This is an optimization exercise on Yosys and OpenROAD, whose aim is small area, not a production implementation. The RTL was checked by simulation tests, not by an equivalence proof against the original design. No activity file was given, so power comes from the tool's default toggle rates.

### flow/run.sh
#!/bin/bash
# Own layout flow:
#  1. the standard synthesis (standard.sh synth), unchanged;
#  2. its combinational logic re-mapped for area by Yosys/ABC (resynth.tcl, area.abc);
#     the flip-flops are kept as black boxes, so every register keeps its name and cell;
#  3. the rest of the standard layout (standard.sh finish) on that netlist, with the
#     smallest buffer cell for the port buffers (every port still gets one) and a clock
#     tree of clkbuf_8 cells without dummy loads.
# Each tool's output goes to its own log file here.
set -euo pipefail
HERE=$(pwd)
R=$HERE/orfs/results/$FLOW_PLATFORM/timed_vent_actuator_control/base
LIB=$FLOW_HOME/platforms/$FLOW_PLATFORM/lib/sky130_fd_sc_hd__tt_025C_1v80.lib

bash standard.sh synth > synth.log 2>&1
cp $R/1_2_yosys.v $HERE/standard_synth.v

RS_IN=$HERE/standard_synth.v RS_OUT=$HERE/resynth.v RS_LIB=$LIB RS_TOP=$FLOW_TOP \
  RS_SCRIPT=$HERE/flow/area.abc yosys -c $HERE/flow/resynth.tcl > resynth.log 2>&1
cp $HERE/resynth.v $R/1_2_yosys.v
rm -f $R/1_synth.odb $R/1_synth.sdc

CTS="-sink_clustering_enable -repair_clock_nets -dont_use_dummy_load -buf_list sky130_fd_sc_hd__clkbuf_8 -sink_clustering_size 16 -sink_clustering_max_diameter 60"
bash standard.sh finish \
  "BUFFER_PORTS_ARGS=-buffer_cell sky130_fd_sc_hd__buf_1" \
  "CTS_ARGS=$CTS" > layout.log 2>&1
### flow/area.abc
strash; balance; rewrite; refactor; balance; rewrite -z; rewrite -z; dc2; dch -f; amap; topo; stime -c; buffer -c; upsize -c; dnsize -c
### flow/resynth.tcl
# Re-map the combinational logic of a synthesized netlist; flip-flops kept as they are.
# env: RS_IN RS_OUT RS_LIB RS_TOP RS_SCRIPT
yosys -import
set lib $::env(RS_LIB)
read_liberty -ignore_miss_func $lib
# sequential cells stay as black boxes, with their instance names
foreach m {dfxtp dfxbp edfxtp edfxbp dfrtp dfrtn dfrbp dfstp dfsbp dfbbp dfbbn sdfxtp sdfxbp sedfxtp sedfxbp dlxtp dlxbn dlxtn dlclkp sdlclkp} {
  catch { blackbox sky130_fd_sc_hd__${m}_* }
}
read_verilog -defer $::env(RS_IN)
hierarchy -top $::env(RS_TOP)
flatten
opt -purge
abc -liberty $lib -dont_use *probe* -dont_use *lpflow* -script $::env(RS_SCRIPT)
opt_clean -purge
hilomap -singleton -hicell sky130_fd_sc_hd__conb_1 HI -locell sky130_fd_sc_hd__conb_1 LO
insbuf -buf sky130_fd_sc_hd__buf_4 A X
opt_clean -purge
tee -o $::env(RS_OUT).stat stat -liberty $lib
write_verilog -noattr -nohex -nodec $::env(RS_OUT)
### standard.sh
#!/bin/bash
# synth_recipe.tcl (not shown) runs the flow's synth.tcl, then flattens the netlist and writes it again
# the make line also repeats each setting of config.mk as NAME=value (left out here)
make -C /OpenROAD-flow-scripts/flow DESIGN_CONFIG=/design/flow/config.mk WORK_HOME=/design/flow/orfs CLKGATE_MAP_FILE= SYNTH_SCRIPT=/design/flow/synth_recipe.tcl "${@:-finish}"
### config.mk
export PLATFORM = sky130hd
export DESIGN_NAME = timed_vent_actuator_control
export DESIGN_NICKNAME = timed_vent_actuator_control
export VERILOG_FILES = /design/flow/design.v
export SDC_FILE = /design/flow/constraint.sdc
export NUM_CORES = 4
export LEC_CHECK = 0
export ABC_AREA = 1
export CAP_MARGIN = 20
export CORE_MARGIN = 2
export CORE_UTILIZATION = 40
export SLEW_MARGIN = 20
### constraint.sdc
create_clock -name core_clock -period 12.0 [get_ports {clk}]
set_input_delay 2.4000 -clock core_clock [delete_from_list [all_inputs] [get_ports {clk}]]
set_output_delay 2.4000 -clock core_clock [all_outputs]
set_load 0.01 [all_outputs]
### design.v
`timescale 1ns / 1ps
package tvac_pkg;
  localparam int POS_W  = 24;
  localparam int TIME_W = 16;
  localparam int WIN_W  = 4;
  localparam int CFG_W  = 24;
  localparam logic [POS_W-1:0] POS_RESET = 24'd60000;
  localparam logic [1:0] ACT_TICK  = 2'd0;
  localparam logic [1:0] ACT_OPEN  = 2'd1;
  localparam logic [1:0] ACT_CLOSE = 2'd2;
  localparam logic [1:0] ACT_QUERY = 2'd3;
  localparam logic CFG_FULL_OPEN   = 1'b0;
  localparam logic CFG_RELAY_LEVEL = 1'b1;
endpackage
`timescale 1ns / 1ps
module tvac_ctrl (
  input  logic       clk,
  input  logic       rst,
  input  logic       start,
  input  logic [1:0] action,
  input  logic [3:0] window_index,
  output logic       busy,
  output logic       strobe,
  output logic       last,
  output logic       tick,
  output logic [1:0] act,
  output logic [3:0] wn
);
  logic take;
  assign take = start && !busy;
  assign last = strobe && !busy;
  assign tick = (act == tvac_pkg::ACT_TICK);
  always_ff @(posedge clk) begin
    if (rst) begin
      busy   <= 1'b0;
      strobe <= 1'b0;
    end else if (busy) begin
      if (!strobe) begin
        strobe <= 1'b1;
        busy   <= tick;
      end else begin
        busy   <= (wn[2:0] != 3'd6);
      end
    end else begin
      strobe <= 1'b0;
      busy   <= start;
    end
  end
  always_ff @(posedge clk) begin
    if (take) begin
      act <= action;
      wn  <= (action == tvac_pkg::ACT_TICK) ? 4'd0 : window_index;
    end else if (strobe && busy) begin
      wn  <= wn + 4'd1;
    end
  end
endmodule
`timescale 1ns / 1ps
module tvac_datapath (
  input  logic        clk,
  input  logic        rst,
  input  logic        start,
  input  logic        busy,
  input  logic        strobe,
  input  logic        tick,
  input  logic [1:0]  act,
  input  logic [3:0]  wn,
  input  logic [1:0]  action,
  input  logic [23:0] target_position,
  input  logic [15:0] elapsed_time,
  input  logic        cfg_write,
  input  logic        cfg_index,
  input  logic        cfg_data0,
  output logic        accepted,
  output logic        relay_open_drive,
  output logic        relay_close_drive,
  output logic        moving,
  output logic        moving_open,
  output logic        arrived,
  output logic [23:0] position_now
);
  localparam logic [23:0] REMX_RESET = ~(tvac_pkg::POS_RESET - 24'd1);
  logic [23:0] position [8];
  logic [23:0] target   [8];
  logic [23:0] remx     [8];
  logic        dir_open [8];
  logic        driving  [8];
  logic [23:0] data;
  logic        level_on;
  logic        fresh;
  logic [2:0]  rd;
  logic        present;
  logic        open_r;
  logic        close_r;
  logic        is_req;
  logic [7:0]  sel;
  logic        rst_st;
  logic [23:0] pos_m, tgt_m, remx_m;
  logic        dir_m, drv_m;
  logic [23:0] pos_r, tgt_r, remx_r;
  logic        dir_r, drv_r, busy_r;
  logic [24:0] tsum;
  logic [23:0] add_a, add_b;
  logic        arr;
  logic [24:0] rsum;
  logic        gt;
  logic        acc;
  logic        we;
  logic [23:0] pos_n, remx_n;
  logic        dir_n, drv_n, busy_n;
  always_ff @(posedge clk) begin
    if (start && !busy) begin
      data[23:16] <= target_position[23:16];
      data[15:0]  <= (action == tvac_pkg::ACT_TICK) ? elapsed_time : target_position[15:0];
    end
  end
  always_ff @(posedge clk) begin
    if (rst) begin
      level_on <= 1'b0;
    end else if (cfg_write && cfg_index == tvac_pkg::CFG_RELAY_LEVEL) begin
      level_on <= cfg_data0;
    end
  end
  always_ff @(posedge clk) begin
    if (rst) begin
      fresh <= 1'b1;
    end else if (strobe && tick && wn[2:0] == 3'd7) begin
      fresh <= 1'b0;
    end
  end
  assign rd      = wn[2:0];
  assign present = !wn[3];
  assign open_r  = (act == tvac_pkg::ACT_OPEN);
  assign close_r = (act == tvac_pkg::ACT_CLOSE);
  assign is_req  = open_r || close_r;
  assign rst_st  = fresh && present;
  always_comb begin
    for (int k = 0; k < 8; k++) sel[k] = present && !fresh && (rd == 3'(k));
    pos_m  = '0;
    tgt_m  = '0;
    remx_m = '0;
    dir_m  = 1'b0;
    drv_m  = 1'b0;
    for (int k = 0; k < 8; k++) begin
      pos_m  = pos_m  | ({24{sel[k]}} & position[k]);
      tgt_m  = tgt_m  | ({24{sel[k]}} & target[k]);
      remx_m = remx_m | ({24{sel[k]}} & remx[k]);
      dir_m  = dir_m  | (sel[k] & dir_open[k]);
      drv_m  = drv_m  | (sel[k] & driving[k]);
    end
  end
  assign pos_r  = pos_m  | ({24{rst_st}} & tvac_pkg::POS_RESET);
  assign tgt_r  = tgt_m;
  assign remx_r = remx_m | ({24{rst_st}} & REMX_RESET);
  assign dir_r  = dir_m;
  assign drv_r  = drv_m;
  assign busy_r = |remx_r;
  assign add_a = tick ? remx_r : data;
  assign add_b = tick ? {8'd0, data[15:0]} : ~pos_r;
  assign tsum  = {1'b0, add_a} + {1'b0, add_b} + {24'd0, close_r};
  assign rsum = tsum;
  assign arr  = tick && busy_r && tsum[24];
  assign gt   = rsum[24] ^ close_r;
  assign acc  = is_req && present && !busy_r && gt;
  assign pos_n  = arr ? tgt_r : pos_r;
  assign remx_n = tick ? (busy_n ? tsum[23:0] : 24'd0) : (rsum[23:0] ^ {24{open_r}});
  assign dir_n  = acc ? open_r : dir_r;
  assign drv_n  = tick ? (busy_r && !arr) : drv_r;
  assign busy_n = tick ? (busy_r && !arr) : (busy_r || acc);
  assign we     = strobe && (tick || acc);
  always_ff @(posedge clk) begin
    if (strobe && (acc || (tick && fresh))) begin
      target[rd] <= tick ? 24'd0 : data;
    end
  end
  always_ff @(posedge clk) begin
    if (we) begin
      position[rd] <= pos_n;
      remx[rd]     <= remx_n;
      dir_open[rd] <= dir_n;
      driving[rd]  <= drv_n;
    end
  end
  assign accepted          = acc;
  assign arrived           = arr;
  assign moving            = busy_n;
  assign moving_open       = busy_n && dir_n;
  assign relay_open_drive  = (drv_n && dir_n) ? level_on : ~level_on;
  assign relay_close_drive = (drv_n && !dir_n) ? level_on : ~level_on;
  assign position_now      = pos_n;
endmodule
`timescale 1ns / 1ps
module timed_vent_actuator_control #(
  parameter int WINDOW_COUNT = 8
) (
  input  logic                          clk,
  input  logic                          rst,
  input  logic                          start,
  output logic                          busy,
  input  logic [1:0]                    action,
  input  logic [tvac_pkg::WIN_W-1:0]    window_index,
  input  logic [tvac_pkg::POS_W-1:0]    target_position,
  input  logic [tvac_pkg::TIME_W-1:0]   elapsed_time,
  input  logic                          cfg_valid,
  output logic                          cfg_ready,
  input  logic                          cfg_index,
  input  logic [tvac_pkg::CFG_W-1:0]    cfg_data,
  output logic                          strobe,
  output logic [tvac_pkg::WIN_W-1:0]    window_number,
  output logic                          accepted,
  output logic                          relay_open_drive,
  output logic                          relay_close_drive,
  output logic                          moving,
  output logic                          moving_open,
  output logic                          arrived,
  output logic [tvac_pkg::POS_W-1:0]    position_now,
  output logic                          last
);
  logic       tick;
  logic [1:0] act;
  logic [3:0] wn;
  assign cfg_ready     = !busy;
  assign window_number = wn;
  tvac_ctrl u_ctrl (
    .clk         (clk),
    .rst         (rst),
    .start       (start),
    .action      (action),
    .window_index(window_index),
    .busy        (busy),
    .strobe      (strobe),
    .last        (last),
    .tick        (tick),
    .act         (act),
    .wn          (wn)
  );
  tvac_datapath u_datapath (
    .clk              (clk),
    .rst              (rst),
    .start            (start),
    .busy             (busy),
    .strobe           (strobe),
    .tick             (tick),
    .act              (act),
    .wn               (wn),
    .action           (action),
    .target_position  (target_position),
    .elapsed_time     (elapsed_time),
    .cfg_write        (cfg_valid && !busy),
    .cfg_index        (cfg_index),
    .cfg_data0        (cfg_data[0]),
    .accepted         (accepted),
    .relay_open_drive (relay_open_drive),
    .relay_close_drive(relay_close_drive),
    .moving           (moving),
    .moving_open      (moving_open),
    .arrived          (arrived),
    .position_now     (position_now)
  );
endmodule
==> results of run 1 <==
==> per-stage QoR <==
stage          setup slack (ns)   util
4_1_cts                   0.624  0.444
3_5_place_dp               1.34  0.433
2_1_floorplan              2.06      -
6_report                  0.608  0.444
3_3_place_gp               1.52  0.433
5_1_grt                  0.0846  0.444
==> state kept, by name, indices dropped and copies added, names as in the netlist <==
register	count
u_ctrl.wn	4
u_ctrl.busy	1
u_datapath.position	192
u_datapath.driving	8
u_datapath.remx	192
u_datapath.target	192
u_datapath.fresh	1
u_datapath.dir_open	8
u_datapath.level_on	1
u_ctrl.act	2
u_ctrl.strobe	1
u_datapath.data	24
==> where the power goes <==
group | switching, mW | total (mW) | internal [mW]
registers | 0.00993 | 2.48 | 2.47
logic | 0.199 | 0.272 | 0.0730
clock network | 0.646 | 1.00 | 0.358
==> worst paths after layout <==
kind	endpoint	slack [ns]	depth (start not counted)
setup reg to reg	u_datapath.position[1][15]	2.46	36
hold / removal	u_datapath.level_on	0.53	2
hold reg to reg	u_datapath.level_on	0.53	2
setup / recovery	position_now[1]	0.61	36
==> worst max-delay path: cells and delay by family, from the launching register on <==
kind	cells	cell delay (ns)
compound gates	17	3.66
simple gates	13	2.79
buf+inv	6	1.32
flops	1	0.53
==> placed cells by master, fill, tap and decap left out, types with 4 or more instances in the layout <==
cell type	count
and3_1	12
or2_1	4
o22ai_1	24
nor3_2	8
o21ai_2	4
nand4_1	6
a21oi_1	47
a21o_1	4
nand3_1	38
buf_12	4
o21ai_0	30
nor3_1	5
and2_1	7
a31oi_1	6
buf_1	89
a211oi_1	5
o22ai_2	4
buf_4	52
inv_1	30
o32ai_1	8
a22o_1	38
a41oi_1	10
a221oi_1	51
a222oi_1	113
nor2b_1	20
a22oi_1	35
edfxtp_1	622
clkbuf_8	48
nor2_4	17
nor2_1	84
dfxtp_1	4
nand2_1	96
==> area by class of cell <==
cell class	instances	area [um2]
fillers	5166	32900
flip-flops and latches	626	18800
multi-input cells	722	4960
well taps	773	967
repair buffers	145	805
clock buffers	48	661
inverters	41	176
==> metal layers <==
layer / GRT usage / wire [um] / vias up / part of all wire
li1: - / - / 6277 / -
met1: 0.275 / 26700 / 7438 / 0.41
met2: 0.356 / 32400 / 608 / 0.50
met3: 0.0264 / 4540 / 101 / 0.070
met4: 0.0561 / 1510 / 0 / 0.023
met5: 0 / 0 / - / 0
==> flow_summary.ini, run 1 <==
[run_status]
outcome = complete, no violations

[timing]
tightest_slew_ns = 0.963
finalSetupViolations = 0
whs_ns = 0.530
fin_worst_skew_ns = 0.0829
setup-tns-final_ns = 0
rsz0062_at_grt = no
finalCritPeriodShare = 0.949
timing.fmax_mhz = 87.8
max_slew_margin = 0.356
hold_viol = 0
maxSlewViolCount = 0
fin_crit_ns = 11.39

[clock_network]
cts_resized = 0
htreeDepth = 2
clock_path_buffers = 3
post_cts_buffers = 0
cts_buffers = 48
root_buffer = clkbuf_8
ctsHoldBuffers = 0
cts.clk_slew.worst_paths_ns = 0.10
cts_tree = built
clk_latency_ns = 0.67
clock-sinks = 626

[synthesis]
synthCells = 1480
syn_nets = 1555
ys_warn_count = 2
synth_area_um2 = 24100
avgSynthCellArea_um2 = 16.3

[layout]
final_layout_size_suffix_gt1_frac = 0.105
area_growth_pct = 9.31
finalNonFillerCells = 2355
fin_nets = 1659
design_area_um2 = 26300
diodes = 0

[floorplan]
die_height_um = 249
die_w_um = 249
start_util = 0.407
core_um2 = 59200
io-pin-count = 113
dieArea_um2 = 62200
num_rows = 89

[placement]
dpl_cell_area_um2 = 25700
dpl.cell_count = 2307
hpwlAfterDp_mm = 36.4
io_buffers = 89
gp_congestion = 0.778

[pwr]
p_total_mw = 3.76
peakVddDrop_uv = 71.7
leakage_nw = 8.01
p_per_area_nw_per_um2 = 143

[global_routing]
overflow = 0
grt_usage = 0.206
grt_pass1_vias = 14307
grt_max_degree = 49
grt_pass1_wl_mm = 95.2
antenna_found_initial = 0

[critical_path]
cp_max_fo = 20
end_kind = output pin
reg2reg_from = u_ctrl.wn[1]
critical_path.slowest_cell = nor3_4
arrival_ns = 8.99
crit_type = reg -> out
startpoint = u_ctrl.wn[1]
critPathRequiredTime_ns = 9.60
slowest_delay_ns = 0.80
start_kind = register
crit_top_cell = nand2_1

[min_path]
hp-class = reg -> reg
min_from = u_datapath.level_on

[routing]
firstDrtPassIters = 7
detail_route.vias_per_cell = 6.12
final_antenna_net_count = 0
wl_per_cell_um = 27.7
vias = 14424
route.detailed.drc = 0
detail_route.iter0.violations = 1760
totalWireLength_mm = 65.2

[run]
maxCapViolations = 0
==> run 2: changes to the inputs <==
--- a/flow/run.sh
+++ b/flow/run.sh
@@ -23,4 +23,4 @@
 CTS="-sink_clustering_enable -repair_clock_nets -dont_use_dummy_load -buf_list sky130_fd_sc_hd__clkbuf_8 -sink_clustering_size 16 -sink_clustering_max_diameter 60"
 bash standard.sh finish \
   "BUFFER_PORTS_ARGS=-buffer_cell sky130_fd_sc_hd__buf_1" \
-  "CTS_ARGS=$CTS" > layout.log 2>&1
+  "CTS_ARGS=$CTS" RECOVER_POWER=100 > layout.log 2>&1
==> flow_summary.ini, run 2 <==
[clock_network]
root_buffer = clkbuf_8
cts_buffers = 48
ctsHoldBuffers = 0
clock-sinks = 626
cts_tree = built
cts_resized = 0
htreeDepth = 2
clock_path_buffers = 3
clk_latency_ns = 0.67
cts.clk_slew.worst_paths_ns = 0.10
post_cts_buffers = 0

[critical_path]
critPathRequiredTime_ns = 12.24
crit_type = reg -> reg
critical_path.slowest_cell = nor2_1
end_kind = register
rrSetupSlack_ns = 0.62
start_kind = register
reg2regPathDepth = 36
slowest_delay_ns = 1.19
arrival_ns = 11.62
reg2reg_from = u_ctrl.wn[1]
cp_max_fo = 38
r2r-end = u_datapath.position[3][14]

[pwr]
leakage_nw = 7.93
peakVddDrop_uv = 71.6
p_per_area_nw_per_um2 = 144

[timing]
max_slew_margin = -1.01
tightest_slew_ns = 3.02
fin_worst_skew_ns = 0.0794
maxSlewViolCount = 379
finalSetupViolations = 0
timing.fmax_mhz = 87.9
setup_ws_ns = 0.619
finalCritPeriodShare = 0.948
setup-tns-final_ns = 0
hold_viol = 0
fin_crit_ns = 11.38
rsz0062_at_grt = no

[layout]
final_common_cell = edfxtp_1
area_growth_pct = 8.57
final_layout_size_suffix_gt1_frac = 0.0853
nFillCells = 5204
final_cell_mix = edfxtp_1, a222oi_1, nand2_1
fin_nets = 1659
diodes = 0
reg.largest.list = u_datapath.position (192), u_datapath.remx (192), u_datapath.target (192)

[floorplan]
die_w_um = 249
die_height_um = 249
io-pin-count = 113
dieArea_um2 = 62200
start_util = 0.407
core_um2 = 59200
num_rows = 89

[run]
maxCapViolations = 19

[routing]
totalWireLength_mm = 65.1
route.detailed.drc = 0
firstDrtPassIters = 7
vias = 14372
detail_route.vias_per_cell = 6.10
wl_per_cell_um = 27.7
detail_route.iter0.violations = 1706
final_antenna_net_count = 0

[global_routing]
grt_max_degree = 49
grt_pass1_wl_mm = 95.2
antenna_found_initial = 0
overflow = 0
grt_usage = 0.206
grt_pass1_vias = 14307

[min_path]
hp-class = reg -> reg
min_from = u_datapath.level_on
hold_depth = 2
worstHoldEndpoint = u_datapath.level_on

[synthesis]
ys_warn_count = 2
synthCells = 1480
avgSynthCellArea_um2 = 16.3
synth_area_um2 = 24100
syn_nets = 1555

[placement]
hpwlAfterDp_mm = 36.4
place_ws_ns = 1.34
io_buffers = 89
gp_congestion = 0.778

[run_status]
outcome = failed layout checks
violations = capacitance limit, slew limit
## run 2: area by class of cell
| type | instances | area, um2 | area share |
|---|---|---|---|
| multi-input combinational | 722 | 4870 | 0.186 |
| timing repair buffer | 145 | 718 | 0.0275 |
| clock buffer | 48 | 661 | 0.0253 |
| tap | 773 | 967 | 0.0370 |
| sequential | 626 | 18800 | 0.717 |
| inverter | 41 | 176 | 0.00675 |
## run 2: critical path: cells and delay by family, from the launching register on
kind	cells	cell delay (ns)
compound gates	19	4.27
flops	1	0.53
simple gates	13	4.31
buf+inv	4	1.76
## run 2: where the power goes
part           total, mW  switching, mW  internal [mW]
clock network       1.00          0.647          0.358
logic              0.269          0.198         0.0711
registers           2.48        0.00977           2.47
total               3.76          0.854           2.90
## run 2: per-layer routing
metal	vias to the layer above	wire (um)	GRT usage
li1	6278	-	-
met1	7414	26900	0.275
met2	581	32400	0.356
met3	99	4410	0.0264
met4	0	1480	0.0561
met5	-	0	0
## run 2: per-stage QoR
step | hold slack, ns | total power, mW | instances | util | cell area (um2)
after CTS | 0.533 | 3.78 | 2355 | 0.444 | 26300
final | 0.531 | 3.76 | 2355 | 0.441 | 26100
after global placement | 0.505 | 2.79 | 2307 | 0.433 | 25700
after detailed placement | 0.518 | 2.80 | 2307 | 0.433 | 25700
after floorplan | 0.479 | 2.70 | 1480 | - | 24100
after global routing | 0.572 | 3.88 | 2355 | 0.441 | 26100
## run 2: worst max path at each step
stage            startpoint                         end  slack, ns  cells after the start
2_1_floorplan  u_ctrl.wn[1]      u_datapath.dir_open[4]       2.06                     38
6_report       u_ctrl.wn[1]  u_datapath.position[3][14]       0.62                     36
3_5_place_dp   u_ctrl.wn[1]             position_now[1]       1.34                     36
5_1_grt        u_ctrl.wn[1]  u_datapath.position[3][14]       0.09                     36
3_3_place_gp   u_ctrl.wn[1]             position_now[8]       1.52                     36
4_1_cts        u_ctrl.wn[1]             position_now[1]       0.62                     36
==> run 3: changes to the inputs <==
--- a/flow/run.sh
+++ b/flow/run.sh
@@ -20,7 +20,7 @@
 cp $HERE/resynth.v $R/1_2_yosys.v
 rm -f $R/1_synth.odb $R/1_synth.sdc
 
-CTS="-sink_clustering_enable -repair_clock_nets -dont_use_dummy_load -buf_list sky130_fd_sc_hd__clkbuf_8 -sink_clustering_size 16 -sink_clustering_max_diameter 60"
+CTS="-sink_clustering_enable -repair_clock_nets -dont_use_dummy_load -buf_list sky130_fd_sc_hd__clkbuf_8 -sink_clustering_size 20 -sink_clustering_max_diameter 50"
 bash standard.sh finish \
   "BUFFER_PORTS_ARGS=-buffer_cell sky130_fd_sc_hd__buf_1" \
-  "CTS_ARGS=$CTS" RECOVER_POWER=100 > layout.log 2>&1
+  "CTS_ARGS=$CTS" > layout.log 2>&1
--- a/config.mk
+++ b/config.mk
@@ -6,7 +6,8 @@
 export NUM_CORES = 4
 export LEC_CHECK = 0
 export ABC_AREA = 1
-export CAP_MARGIN = 20
+export CAP_MARGIN = 0
 export CORE_MARGIN = 2
-export CORE_UTILIZATION = 40
-export SLEW_MARGIN = 20
+export CORE_UTILIZATION = 65
+export PLACE_DENSITY = 0.75
+export SLEW_MARGIN = 0
==> flow_summary.ini, run 3 <==
[floorplan]
core_um2 = 36500
io-pin-count = 113
start_util = 0.659
die_height_um = 196
num_rows = 70
die_w_um = 196
dieArea_um2 = 38600

[routing]
drt-met1-wl_mm = 22.4
firstDrtPassIters = 6
top_layer = met4
met3_wirelength_mm = 6.68
wl_per_cell_um = 29.4
route.met2.wl_mm = 29.1
totalWireLength_mm = 60.2
detail_route.vias_per_cell = 7.17
vias = 14704
final_antenna_net_count = 0
route.detailed.drc = 0
detail_route.iter0.violations = 1918

[timing]
fin_worst_skew_ns = 0.0746
setup_ws_ns = 0.594
hold_viol = 0
finalCritPeriodShare = 0.951
tightest_slew_ns = 1.00
setup-tns-final_ns = 0
max_slew_margin = 0.329
fin_crit_ns = 11.41
finalSetupViolations = 0
timing.fmax_mhz = 87.7
maxSlewViolCount = 0
whs_ns = 0.523
rsz0062_at_grt = no

[synthesis]
avgSynthCellArea_um2 = 16.3
synthCells = 1480
synth_area_um2 = 24100
ys_warn_count = 2
syn_nets = 1555

[global_routing]
grt_pass1_vias = 14647
grt_max_degree = 51
grt_usage = 0.319
overflow = 0
grt_pass1_wl_mm = 89.5
antenna_found_initial = 0

[clock_network]
cts_tree = built
cts_buffers = 45
cts_resized = 0
clk_latency_ns = 0.67
htreeDepth = 2
ctsHoldBuffers = 0
cts.clk_slew.worst_paths_ns = 0.08
clock-sinks = 626
root_buffer = clkbuf_8
post_cts_buffers = 0
clock_path_buffers = 3

[critical_path]
start_kind = register
arrival_ns = 9.01
slowest_delay_ns = 0.83
critPathRequiredTime_ns = 9.60
critical_path.slowest_cell = nor2_4
end_kind = output pin
crit_type = reg -> out
cp_max_fo = 32
crit_top_cell = nand2_1
rrSetupSlack_ns = 2.09

[layout]
final_cell_mix = edfxtp_1, a222oi_1, nand2_1
diodes = 0
final_layout_size_suffix_gt1_frac = 0.105
design_area_um2 = 25900
fin_nets = 1659
reg.largest.list = u_datapath.position (192), u_datapath.remx (192), u_datapath.target (192)
final_common_cell = edfxtp_1
area_growth_pct = 7.49

[placement]
hpwlAfterDp_mm = 33.8
place_ws_ns = 1.38
io_buffers = 89
gp_congestion = 0.821
dpl_cell_area_um2 = 25300

[pwr]
combPwrFrac = 0.074
intPower_mw = 2.88
leakage_nw = 8.00
p_clk_frac = 0.257
sw_frac_of_total = 0.222
seqPwrFrac = 0.669
p_total_mw = 3.71
p_per_area_nw_per_um2 = 143
peakVddDrop_uv = 128
p_sw_mw = 0.823

[run_status]
outcome = complete, no violations

[min_path]
hp-class = reg -> reg

[run]
maxCapViolations = 0
==> run 3: metrics by stage <==
stage	util	cells
after detailed placement	0.692	2005
after floorplan	-	1480
after CTS	0.709	2050
after global placement	0.692	2005
after global routing	0.709	2050
final	0.709	2050
==> run 3: worst max-delay path, delay by kind of cell (launching register included) <==
kind                   cells  cell delay (ns)
DFF                        1             0.52
buffers and inverters      5             0.81
AOI/OAI and AO/OA         19             4.18
and+or+nand+nor           12             2.83
==> run 3: worst paths after layout <==
kind	startpoint	endpoint	cells after the start
setup / recovery	u_ctrl.wn[1]	position_now[2]	36
hold reg to reg	u_datapath.level_on	u_datapath.level_on	2
hold / removal	u_datapath.level_on	u_datapath.level_on	2
setup reg to reg	u_ctrl.wn[1]	u_datapath.remx[0][15]	36
==> run 3: area by class of cell <==
cell class	count	area, um2
fillers	2339	10600
flip-flops and latches	626	18800
well taps	468	586
inverters	41	176
multi-input cells	722	4960
clock buffers	45	619
repair buffers	148	790
==> run 3: power by group through the flow <==
stage          Clock (mW)  Combinational (mW)  Sequential (mW)
3_3_place_gp            0               0.255             2.53
6_report            0.953               0.272             2.48
5_1_grt              1.02               0.299             2.48
4_1_cts             0.962               0.269             2.48
3_5_place_dp            0               0.268             2.53
2_1_floorplan           0               0.177             2.53
==> run 3: routing by layer <==
metal / track usage / vias to the layer above
met4: 0.116 / 0
met5: 0 / -
met1: 0.433 / 7292
li1: - / 6282
met3: 0.0556 / 152
met2: 0.528 / 978
==> run 4: changes to the inputs <==
--- a/config.mk
+++ b/config.mk
@@ -6,8 +6,8 @@
 export NUM_CORES = 4
 export LEC_CHECK = 0
 export ABC_AREA = 1
-export CAP_MARGIN = 0
+export CAP_MARGIN = 20
 export CORE_MARGIN = 2
 export CORE_UTILIZATION = 65
 export PLACE_DENSITY = 0.75
-export SLEW_MARGIN = 0
+export SLEW_MARGIN = 20
==> flow_summary.ini, run 4 <==
[clock_network]
post_cts_buffers = 0
cts_resized = 0
cts_tree = built
root_buffer = clkbuf_8
cts.clk_slew.worst_paths_ns = 0.08
clock-sinks = 626
ctsHoldBuffers = 0
clock_path_buffers = 3
cts_buffers = 45
htreeDepth = 2
clk_latency_ns = 0.67

[synthesis]
synthCells = 1480
synth_area_um2 = 24100
syn_nets = 1555
ys_warn_count = 2
avgSynthCellArea_um2 = 16.3

[critical_path]
arrival_ns = 9.01
cp_top_family = compound AO/OA/AOI/OAI gates
slowest_delay_ns = 0.83
end_kind = output pin
path_buf_inv = 5
critPathRequiredTime_ns = 9.60
critical_path.slowest_cell = nor2_4
cp_max_fo = 32
crit_type = reg -> out
crit_top_cell = nand2_1
start_kind = register

[routing]
firstDrtPassIters = 6
totalWireLength_mm = 60.2
final_antenna_net_count = 0
vias = 14704
detail_route.vias_per_cell = 7.17
wl_per_cell_um = 29.4
route.detailed.drc = 0
detail_route.iter0.violations = 1918

[pwr]
peakVddDrop_uv = 128
seqPwrFrac = 0.669
sw_frac_of_total = 0.222
leakage_nw = 8.00
combPwrFrac = 0.074
p_sw_mw = 0.823
p_clk_frac = 0.257
intPower_mw = 2.88
p_per_area_nw_per_um2 = 143

[floorplan]
num_rows = 70
io-pin-count = 113
die_height_um = 196
start_util = 0.659
die_w_um = 196
dieArea_um2 = 38600
core_um2 = 36500

[timing]
finalSetupViolations = 0
tightest_slew_ns = 1.00
maxSlewViolCount = 0
max_slew_margin = 0.329
hold_viol = 0
rsz0062_at_grt = no
fin_worst_skew_ns = 0.0746
whs_ns = 0.523
setup_ws_ns = 0.594
timing.fmax_mhz = 87.7
setup-tns-final_ns = 0
finalCritPeriodShare = 0.951
fin_crit_ns = 11.41

[layout]
nFillCells = 2339
reg.largest.list = u_datapath.position (192), u_datapath.remx (192), u_datapath.target (192)
diodes = 0
final_layout_size_suffix_gt1_frac = 0.105
final_common_cell = edfxtp_1
area_growth_pct = 7.49
fin_nets = 1659
design_area_um2 = 25900
finalNonFillerCells = 2050
final_cell_mix = edfxtp_1, a222oi_1, nand2_1

[min_path]
hp-class = reg -> reg

[placement]
dpl_cell_area_um2 = 25300
gp_congestion = 0.821
place_ws_ns = 1.38
io_buffers = 89
hpwlAfterDp_mm = 33.8
dpl.cell_count = 2005

[global_routing]
antenna_found_initial = 0
overflow = 0
grt_pass1_wl_mm = 89.5
grt_max_degree = 51
grt_usage = 0.319
grt_pass1_vias = 14647

[run]
maxCapViolations = 0

[run_status]
outcome = complete, no violations
run 4: final timing paths:
| check | slack, ns | startpoint | end | cells past startpoint |
|---|---|---|---|---|
| worst max-delay path | 0.59 | u_ctrl.wn[1] | position_now[2] | 36 |
| worst max register to register | 2.09 | u_ctrl.wn[1] | u_datapath.remx[0][15] | 36 |
| worst min-delay path | 0.52 | u_datapath.level_on | u_datapath.level_on | 2 |
| worst min register to register | 0.52 | u_datapath.level_on | u_datapath.level_on | 2 |
run 4: stage by stage:
stage / power [mW] / util
finish: 3.71 / 0.709
global route: 3.80 / 0.709
CTS: 3.71 / 0.709
detailed placement: 2.80 / 0.692
global placement: 2.78 / 0.692
floorplan: 2.70 / -
run 4: worst reg2reg max path: cells and delay by family, from the launching register on:
kind                   cells  cell delay [ns]
AOI/OAI and AO/OA         21             4.38
buffers and inverters      3             0.99
DFF                        1             0.52
and+or+nand+nor           12             3.58
run 4: layout make-up:
type | instances | area, um2 | share of cell area
Timing Repair Buffer | 148 | 790 | 0.0305
Inverter | 41 | 176 | 0.00681
Multi-Input combinational cell | 722 | 4960 | 0.192
Sequential cell | 626 | 18800 | 0.725
Tap cell | 468 | 586 | 0.0226
Clock buffer | 45 | 619 | 0.0239
run 4: power groups by stage:
stage	sequential (mW)	combinational (mW)	clock (mW)
global route	2.48	0.299	1.02
finish	2.48	0.272	0.953
CTS	2.48	0.269	0.962
global placement	2.53	0.255	0
floorplan	2.53	0.177	0
detailed placement	2.53	0.268	0
run 4: metal layers:
layer | share of wire | up-vias | track usage
met5 | 0 | - | 0
met4 | 0.034 | 0 | 0.116
met3 | 0.11 | 152 | 0.0556
met2 | 0.48 | 978 | 0.528
met1 | 0.37 | 7292 | 0.433
li1 | - | 6282 | -
==> run 5: changes to the inputs <==
--- a/flow/run.sh
+++ b/flow/run.sh
@@ -20,7 +20,7 @@
 cp $HERE/resynth.v $R/1_2_yosys.v
 rm -f $R/1_synth.odb $R/1_synth.sdc
 
-CTS="-sink_clustering_enable -repair_clock_nets -dont_use_dummy_load -buf_list sky130_fd_sc_hd__clkbuf_8 -sink_clustering_size 20 -sink_clustering_max_diameter 50"
+CTS="-sink_clustering_enable -repair_clock_nets -dont_use_dummy_load -buf_list {sky130_fd_sc_hd__clkbuf_2 sky130_fd_sc_hd__clkbuf_4 sky130_fd_sc_hd__clkbuf_8} -sink_clustering_size 12 -sink_clustering_max_diameter 40"
 bash standard.sh finish \
   "BUFFER_PORTS_ARGS=-buffer_cell sky130_fd_sc_hd__buf_1" \
   "CTS_ARGS=$CTS" > layout.log 2>&1
==> flow_summary.ini, run 5 <==
[timing]
fin_crit_ns = 11.40
finalSetupViolations = 0
finalCritPeriodShare = 0.950
tightest_slew_ns = 1.03
rsz0062_at_grt = no
max_slew_margin = 0.313
timing.fmax_mhz = 87.7
hold_viol = 0
maxSlewViolCount = 0
fin_worst_skew_ns = 0.0393
setup-tns-final_ns = 0

[clock_network]
cts_resized = 0
cts_buffers = 70
cts_tree = built
clock_path_buffers = 3
clock-sinks = 626
post_cts_buffers = 0
root_buffer = clkbuf_8
ctsHoldBuffers = 0
htreeDepth = 3
clk_latency_ns = 0.63
cts.clk_slew.worst_paths_ns = 0.06

[min_path]
hp-class = reg -> reg

[critical_path]
cp_max_fo = 32
crit_top_cell = nand2_1
start_kind = register
arrival_ns = 9.00
slowest_delay_ns = 0.81
end_kind = output pin
critPathRequiredTime_ns = 9.60
crit_type = reg -> out
critical_path.slowest_cell = nor2_4

[run]
maxCapViolations = 0

[layout]
diodes = 0
reg.largest.list = u_datapath.position (192), u_datapath.remx (192), u_datapath.target (192)
area_growth_pct = 8.92
final_common_cell = edfxtp_1
multi_input_area_um2 = 4960
final_layout_size_suffix_gt1_frac = 0.119
final_cell_mix = edfxtp_1, a222oi_1, nand2_1
nFillCells = 2305
finalNonFillerCells = 2075
regArea_um2 = 18800
fin_nets = 1684

[routing]
detail_route.vias_per_cell = 7.18
final_antenna_net_count = 0
route.detailed.drc = 0
detail_route.iter0.violations = 1870
wl_per_cell_um = 29.4
vias = 14900
firstDrtPassIters = 6
totalWireLength_mm = 61.0

[synthesis]
syn_nets = 1555
synth_area_um2 = 24100
synthCells = 1480
avgSynthCellArea_um2 = 16.3
ys_warn_count = 2

[floorplan]
core_um2 = 36500
start_util = 0.659
io-pin-count = 113
num_rows = 70
dieArea_um2 = 38600
die_height_um = 196
die_w_um = 196

[global_routing]
antenna_found_initial = 0
grt_usage = 0.323
grt_pass1_vias = 14849
grt_max_degree = 51
grt_pass1_wl_mm = 90.8
overflow = 0

[pwr]
p_total_mw = 3.94
p_per_area_nw_per_um2 = 150
leakage_nw = 8.18
peakVddDrop_uv = 108

[placement]
gp_congestion = 0.821
dpl.cell_count = 2005
io_buffers = 89
hpwlAfterDp_mm = 33.8

[run_status]
outcome = complete, no violations
run 5: layout make-up:
class / count / share of cell area
Clock buffer: 70 / 0.0367
Inverter: 41 / 0.00672
Multi-Input combinational cell: 722 / 0.189
Sequential cell: 626 / 0.715
Tap cell: 468 / 0.0223
Timing Repair Buffer: 148 / 0.0301
run 5: power breakdown:
| part | switching [mW] | total, mW | internal (mW) |
|---|---|---|---|
| Sequential | 0.00893 | 2.48 | 2.47 |
| Combinational | 0.200 | 0.274 | 0.0743 |
| Clock | 0.661 | 1.18 | 0.519 |
run 5: path summary, 6_finish.rpt:
check | from | end | slack (ns) | cells past startpoint
max | u_ctrl.wn[1] | position_now[2] | 0.60 | 36
min | u_datapath.level_on | u_datapath.level_on | 0.52 | 2
max reg2reg | u_ctrl.wn[1] | u_datapath.remx[0][12] | 2.13 | 36
min reg2reg | u_datapath.level_on | u_datapath.level_on | 0.52 | 2
run 5: routing by layer:
| metal | track usage | vias up | routed length [um] |
|---|---|---|---|
| met2 | 0.533 | 1030 | 29700 |
| li1 | - | 6338 | - |
| met3 | 0.0592 | 155 | 6910 |
| met1 | 0.438 | 7377 | 22500 |
| met4 | 0.121 | 0 | 1920 |
| met5 | 0 | - | 0 |
run 5: critical path, delay by kind of cell, from the launching register on:
kind	cells	cell delay (ns)
AND/OR/NAND/NOR	12	2.82
buffers and inverters	5	0.80
AO/OA/AOI/OAI	19	4.22
flip-flops	1	0.52
run 5: stage by stage:
stage	hold slack [ns]	setup slack, ns	instance area [um2]	utilization
global route	0.582	0.0520	26200	0.718
CTS	0.519	0.681	26200	0.718
floorplan	0.479	2.06	24100	-
global placement	0.501	1.63	25300	0.692
finish	0.518	0.597	26200	0.718
detailed placement	0.508	1.38	25300	0.692
==> run 6: changes to the inputs <==
--- a/flow/run.sh
+++ b/flow/run.sh
@@ -20,7 +20,7 @@
 cp $HERE/resynth.v $R/1_2_yosys.v
 rm -f $R/1_synth.odb $R/1_synth.sdc
 
-CTS="-sink_clustering_enable -repair_clock_nets -dont_use_dummy_load -buf_list {sky130_fd_sc_hd__clkbuf_2 sky130_fd_sc_hd__clkbuf_4 sky130_fd_sc_hd__clkbuf_8} -sink_clustering_size 12 -sink_clustering_max_diameter 40"
+CTS="-sink_clustering_enable -repair_clock_nets -dont_use_dummy_load -buf_list sky130_fd_sc_hd__clkbuf_8 -sink_clustering_size 20 -sink_clustering_max_diameter 50"
 bash standard.sh finish \
   "BUFFER_PORTS_ARGS=-buffer_cell sky130_fd_sc_hd__buf_1" \
   "CTS_ARGS=$CTS" > layout.log 2>&1
==> flow/area.abc (replaced) <==
strash; balance; rewrite; refactor; balance; rewrite -z; rewrite -z; dc2; dch -f; amap; topo; strash; dc2; dch -f; amap; topo; strash; dc2; dch -f; amap; topo; stime -c; buffer -c; upsize -c; dnsize -c
==> flow_summary.ini, run 6 <==
[placement]
io_buffers = 89
hpwlAfterDp_mm = 33.6
gp_congestion = 0.810

[run_status]
outcome = complete, no violations

[timing]
fin_worst_skew_ns = 0.0679
hold_viol = 0
maxSlewViolCount = 0
max_slew_margin = 0.335
finalSetupViolations = 0
rsz0062_at_grt = no
setup-tns-final_ns = 0
timing.fmax_mhz = 89.9
finalCritPeriodShare = 0.927
tightest_slew_ns = 0.996
fin_crit_ns = 11.12

[critical_path]
end_kind = output pin
critical_path.slowest_cell = nor2_4
crit_top_cell = o21ai_2
critPathRequiredTime_ns = 9.60
arrival_ns = 8.72
cp_max_fo = 25
start_kind = register
slowest_delay_ns = 0.86
crit_type = reg -> out

[pwr]
sw_frac_of_total = 0.223
p_total_mw = 3.72
seqPwrFrac = 0.668
intPower_mw = 2.89
leakage_nw = 8.13
combPwrFrac = 0.073
peakVddDrop_uv = 110
p_sw_mw = 0.828
p_clk_frac = 0.259
p_per_area_nw_per_um2 = 143

[routing]
vias = 14516
final_antenna_net_count = 0
totalWireLength_mm = 59.3
route.detailed.drc = 0
firstDrtPassIters = 7
wl_per_cell_um = 28.9
detail_route.iter0.violations = 1927
detail_route.vias_per_cell = 7.08

[layout]
area_growth_pct = 7.63
fin_nets = 1660
final_common_cell = edfxtp_1
final_layout_size_suffix_gt1_frac = 0.110
nFillCells = 2328
regArea_um2 = 18800
diodes = 0
reg.largest.list = u_datapath.position (192), u_datapath.remx (192), u_datapath.target (192)
final_cell_mix = edfxtp_1, a222oi_1, nand2_1
multi_input_area_um2 = 4970

[floorplan]
io-pin-count = 113
start_util = 0.660
core_um2 = 36500
die_height_um = 197
die_w_um = 197
num_rows = 70
dieArea_um2 = 38600

[synthesis]
syn_nets = 1556
ys_warn_count = 2
synth_area_um2 = 24100
synthCells = 1481
avgSynthCellArea_um2 = 16.3

[clock_network]
cts_tree = built
cts_resized = 0
cts_buffers = 46
root_buffer = clkbuf_8
clock-sinks = 626
htreeDepth = 2
clock_path_buffers = 3
ctsHoldBuffers = 0
post_cts_buffers = 0
clk_latency_ns = 0.66
cts.clk_slew.worst_paths_ns = 0.09

[global_routing]
grt_max_degree = 74
overflow = 0
antenna_found_initial = 0
grt_pass1_wl_mm = 87.3
grt_pass1_vias = 14077
grt_usage = 0.310

[min_path]
hp-class = reg -> reg

[run]
maxCapViolations = 0
run 6: per-stage QoR:
stage                     instances  area, um2  hold WS, ns   util  setup slack (ns)
after floorplan                1481      24100        0.479      -              2.19
after global placement         2004      25300        0.501  0.692              1.79
after detailed placement       2004      25300        0.513  0.692              1.58
after CTS                      2050      25900        0.525  0.709             0.909
after global routing           2051      25900        0.568  0.710             0.320
final                          2051      25900        0.524  0.710             0.882
run 6: worst max-delay path: cells and delay by family (launching register included):
family	cells	cell delay, ns
buf+inv	5	0.81
compound gates	20	3.60
simple gates	16	3.09
flops	1	0.52
run 6: layout make-up:
cell class                      count  area share
Sequential cell                   626       0.723
Multi-Input combinational cell    725       0.192
Timing Repair Buffer              146      0.0311
Clock buffer                       46      0.0244
Tap cell                          468      0.0226
Inverter                           40     0.00680
run 6: power by group through the flow:
stage	clock network (mW)	registers [mW]	logic [mW]
finish	0.963	2.48	0.272
detailed placement	0	2.53	0.269
CTS	0.967	2.48	0.269
global placement	0	2.53	0.256
global route	1.04	2.49	0.300
floorplan	0	2.53	0.181
run 6: path summary, 6_finish.rpt:
kind / startpoint / to / slack, ns / depth (start not counted)
min: u_datapath.level_on / u_datapath.level_on / 0.52 / 2
max: u_ctrl.wn[2] / position_now[1] / 0.88 / 41
min reg2reg: u_datapath.level_on / u_datapath.level_on / 0.52 / 2
max reg2reg: u_ctrl.wn[2] / u_datapath.position[0][20] / 2.68 / 41
run 6: metal layers:
layer	track usage	wire length, um
met1	0.433	22400
met2	0.507	28900
met5	0	0
met3	0.0584	6490
met4	0.0912	1510
==> run 7: changes to the inputs <==
==> flow/area.abc (replaced) <==
strash; balance; rewrite; refactor; balance; rewrite -z; rewrite -z; dc2; dch -f; amap; topo; strash; dc2; dch -f; amap; topo; stime -c; buffer -c; upsize -c; dnsize -c
==> flow_summary.ini, run 7 <==
[routing]
firstDrtPassIters = 9
totalWireLength_mm = 60.4
detail_route.vias_per_cell = 7.18
vias = 14666
detail_route.iter0.violations = 2347
route.detailed.drc = 0
wl_per_cell_um = 29.6
final_antenna_net_count = 0

[layout]
design_area_um2 = 25800
nFillCells = 2342
final_cell_mix = edfxtp_1, a222oi_1, nor2_1
reg.largest.list = u_datapath.position (192), u_datapath.remx (192), u_datapath.target (192)
area_growth_pct = 7.07
diodes = 0
final_common_cell = edfxtp_1
final_layout_size_suffix_gt1_frac = 0.102
fin_nets = 1651
finalNonFillerCells = 2042

[global_routing]
antenna_found_initial = 0
grt_pass1_wl_mm = 88.7
grt_pass1_vias = 14316
overflow = 0
grt_usage = 0.317
grt_max_degree = 64

[clock_network]
cts_buffers = 45
ctsHoldBuffers = 0
htreeDepth = 2
root_buffer = clkbuf_8
clock-sinks = 626
post_cts_buffers = 0
cts_tree = built
clk_latency_ns = 0.67
cts.clk_slew.worst_paths_ns = 0.07
cts_resized = 0
clock_path_buffers = 3

[critical_path]
arrival_ns = 8.80
rrSetupSlack_ns = 2.52
start_kind = register
critPathRequiredTime_ns = 9.60
end_kind = output pin
slowest_delay_ns = 0.80
crit_type = reg -> out
r2r-end = u_datapath.position[3][0]
reg2reg_from = u_ctrl.wn[0]
cp_max_fo = 28
critical_path.slowest_cell = nor2_4
crit_top_cell = nor2_2
reg2regPathDepth = 40

[min_path]
worstHoldEndpoint = u_datapath.level_on
hp-class = reg -> reg
hold_depth = 2
min_from = u_datapath.level_on

[synthesis]
synthCells = 1484
ys_warn_count = 2
avgSynthCellArea_um2 = 16.2
synth_area_um2 = 24100
syn_nets = 1559

[floorplan]
dieArea_um2 = 38600
core_um2 = 36500
start_util = 0.659
num_rows = 70
die_height_um = 196
die_w_um = 196
io-pin-count = 113

[pwr]
p_per_area_nw_per_um2 = 144
peakVddDrop_uv = 118
p_total_mw = 3.71
leakage_nw = 7.93

[timing]
finalCritPeriodShare = 0.933
max_slew_margin = 0.346
rsz0062_at_grt = no
timing.fmax_mhz = 89.3
tightest_slew_ns = 0.979
setup-tns-final_ns = 0
fin_crit_ns = 11.20
hold_viol = 0
fin_worst_skew_ns = 0.0770
maxSlewViolCount = 0
finalSetupViolations = 0

[placement]
dpl.cell_count = 1997
gp_congestion = 0.832
io_buffers = 89
dpl_cell_area_um2 = 25100
hpwlAfterDp_mm = 33.9

[run_status]
outcome = complete, no violations

[run]
maxCapViolations = 0
## run 7: per-layer routing
metal	GRT usage	wire (um)
met1	0.444	22300
met2	0.509	28600
met3	0.0631	7680
met4	0.107	1780
met5	0	0
## run 7: layout make-up
cell class                      count  area, um2  share of cell area
Tap cell                          468        586              0.0227
Inverter                           39        166             0.00646
Multi-Input combinational cell    729       4930               0.192
Clock buffer                       45        619              0.0240
Sequential cell                   626      18800               0.728
Timing Repair Buffer              135        692              0.0269
## run 7: worst max-delay path: cells and delay by family, from the launching register on
| kind | cells | cell delay [ns] |
|---|---|---|
| AOI/OAI and AO/OA | 15 | 2.76 |
| buffers and inverters | 4 | 1.30 |
| DFF | 1 | 0.52 |
| and+or+nand+nor | 20 | 3.62 |
## run 7: power by group
part | switching [mW] | internal (mW) | total (mW) | leakage, nW
sequential | 0.0105 | 2.47 | 2.48 | 5.63
combinational | 0.200 | 0.0705 | 0.271 | 1.98
clock | 0.620 | 0.337 | 0.957 | 0.324
total | 0.830 | 2.88 | 3.71 | 7.93
## run 7: worst max-delay path by stage
stage                       from  slack [ns]  cells past startpoint                      to
floorplan           u_ctrl.wn[0]        2.45                     44  u_datapath.dir_open[4]
global route        u_ctrl.wn[1]        0.18                     44         position_now[7]
CTS                 u_ctrl.wn[0]        0.95                     39         position_now[7]
global placement    u_ctrl.wn[0]        1.81                     39         position_now[2]
finish              u_ctrl.wn[0]        0.80                     39         position_now[2]
detailed placement  u_ctrl.wn[0]        1.61                     39         position_now[2]
## run 7: stage by stage
stage / hold slack (ns) / worst slack (ns) / utilization
2_1_floorplan: 0.479 / 2.45 / -
3_3_place_gp: 0.505 / 1.81 / 0.688
3_5_place_dp: 0.519 / 1.61 / 0.688
4_1_cts: 0.528 / 0.953 / 0.705
5_1_grt: 0.566 / 0.175 / 0.705
6_report: 0.520 / 0.801 / 0.705
==> run 8: changes to the inputs <==
--- a/config.mk
+++ b/config.mk
@@ -8,6 +8,6 @@
 export ABC_AREA = 1
 export CAP_MARGIN = 20
 export CORE_MARGIN = 2
-export CORE_UTILIZATION = 65
-export PLACE_DENSITY = 0.75
+export CORE_UTILIZATION = 75
+export PLACE_DENSITY = 0.85
 export SLEW_MARGIN = 20
==> flow_summary.ini, run 8 <==
[routing]
detail_route.iter0.violations = 2818
detail_route.vias_per_cell = 7.64
route.detailed.drc = 0
firstDrtPassIters = 7
final_antenna_net_count = 0
totalWireLength_mm = 60.6
vias = 15105
wl_per_cell_um = 30.6

[layout]
utilization = 0.813
area_growth_pct = 6.61
final_layout_size_suffix_gt1_frac = 0.102
fin_nets = 1651
final_common_cell = edfxtp_1
finalNonFillerCells = 1976
diodes = 0
reg.largest.list = u_datapath.position (192), u_datapath.remx (192), u_datapath.target (192)
final_cell_mix = edfxtp_1, a222oi_1, nor2_1

[critical_path]
critical_path.slowest_cell = nor2_4
start_kind = register
rrSetupSlack_ns = 1.98
cp_max_fo = 28
arrival_ns = 9.12
slowest_delay_ns = 0.61
critPathRequiredTime_ns = 9.60
end_kind = output pin
crit_type = reg -> out
crit_top_cell = nor2_1

[clock_network]
clk_latency_ns = 0.61
cts_tree = built
cts.clk_slew.worst_paths_ns = 0.07
root_buffer = clkbuf_8
clock_path_buffers = 3
cts_resized = 0
clock-sinks = 626
post_cts_buffers = 0
cts_buffers = 44
ctsHoldBuffers = 0
htreeDepth = 2

[timing]
finalSetupViolations = 0
setup-tns-final_ns = 0
fin_crit_ns = 11.52
fin_worst_skew_ns = 0.0849
finalCritPeriodShare = 0.960
hold_viol = 0
tightest_slew_ns = 1.14
max_slew_margin = 0.234
maxSlewViolCount = 0
timing.fmax_mhz = 86.8
rsz0062_at_grt = no
setup_ws_ns = 0.481

[placement]
place_ws_ns = 1.45
dpl.cell_count = 1932
hpwlAfterDp_mm = 34.0
io_buffers = 89
gp_congestion = 0.845

[synthesis]
syn_nets = 1559
synth_area_um2 = 24100
synthCells = 1484
ys_warn_count = 2
avgSynthCellArea_um2 = 16.2

[global_routing]
overflow = 0
antenna_found_initial = 0
grt_usage = 0.366
grt_pass1_wl_mm = 89.4
grt_max_degree = 44
grt_pass1_vias = 14999

[run_status]
outcome = complete, no violations

[floorplan]
dieArea_um2 = 33500
core_um2 = 31600
die_height_um = 183
die_w_um = 183
start_util = 0.762
num_rows = 65
io-pin-count = 113

[min_path]
hp-class = reg -> reg

[pwr]
leakage_nw = 7.93
p_per_area_nw_per_um2 = 144
peakVddDrop_uv = 137

[run]
maxCapViolations = 0
[run 8: cell types whose count changed in the layout (fill, tap and decap cells not counted), sizes merged]
cell / previous run / this run
buf: 135 / 136
clkbuf: 45 / 44
[run 8: final timing paths]
path	from	to	cells after the start
min	u_ctrl.busy	u_ctrl.strobe	2
max	u_ctrl.wn[2]	position_now[12]	41
max reg2reg	u_ctrl.wn[2]	u_datapath.position[0][17]	42
min reg2reg	u_ctrl.busy	u_ctrl.strobe	2
[run 8: layout make-up]
class | count | area (um2)
Fill cell | 1545 | 5910
Inverter | 39 | 166
Multi-Input combinational cell | 729 | 4920
Clock buffer | 44 | 606
Sequential cell | 626 | 18800
Timing Repair Buffer | 136 | 687
Tap cell | 402 | 503
[run 8: power breakdown]
group / internal (mW) / leakage, nW / total, mW / switching (mW)
registers: 2.47 / 5.63 / 2.48 / 0.0111
clock network: 0.330 / 0.316 / 0.931 / 0.601
logic: 0.0701 / 1.98 / 0.272 / 0.202
total: 2.87 / 7.93 / 3.69 / 0.814
[run 8: metrics by stage]
step | power (mW) | cell area (um2) | hold WS [ns]
2_1_floorplan | 2.70 | 24100 | 0.479
3_3_place_gp | 2.78 | 25000 | 0.499
3_5_place_dp | 2.79 | 25000 | 0.545
4_1_cts | 3.67 | 25600 | 0.559
5_1_grt | 3.77 | 25600 | 0.578
6_report | 3.69 | 25600 | 0.563
[run 8: critical path: cells and delay by family (launching register included)]
family                 cells  cell delay, ns
and+or+nand+nor           21            3.49
buffers and inverters      4            1.48
DFF                        1            0.53
AOI/OAI and AO/OA         16            3.00
[run 8: per-layer routing]
metal,track usage,wire length (um),vias to the layer above
met2,0.575,28500,1413
met1,0.510,20200,7190
met3,0.0766,9280,238
met4,0.162,2580,0
li1,-,-,6264
met5,0,0,-

==> separate check: timing with driven ports <==
How much do the figures lean on ideal ports? The routed layouts below were timed once more, with nothing changed but the port constraints.
Step 1, drivers: a clkbuf_16 drives clk and a buf_2 each remaining input, both assumed.
Step 2 also shifts input and output timing later by t, the mid clock arrival at the registers, as if the neighbouring blocks saw the same clock.
Slacks: no drivers / after step 1 / after step 2; pairs: no drivers / after step 1.
run	t, ns	setup slack, ns	worst setup path after step 2	clock arrival spread, ns	pins driven straight from the clock port
run 1	0.684	0.608 / 0.553 / 1.237	register to output	0.083 / 0.083	1
run 2	0.684	0.619 / 0.584 / 0.619	register to register	0.080 / 0.080	1
run 3	0.685	0.594 / 0.545 / 1.230	register to output	0.074 / 0.075	1
run 4	0.685	0.594 / 0.545 / 1.230	register to output	0.074 / 0.075	1
run 5	0.665	0.597 / 0.545 / 1.210	register to output	0.040 / 0.039	1
run 6	0.677	0.882 / 0.834 / 1.511	register to output	0.068 / 0.068	1
run 7	0.679	0.801 / 0.750 / 1.429	register to output	0.077 / 0.077	1
run 8	0.623	0.481 / 0.430 / 1.053	register to output	0.085 / 0.084	1
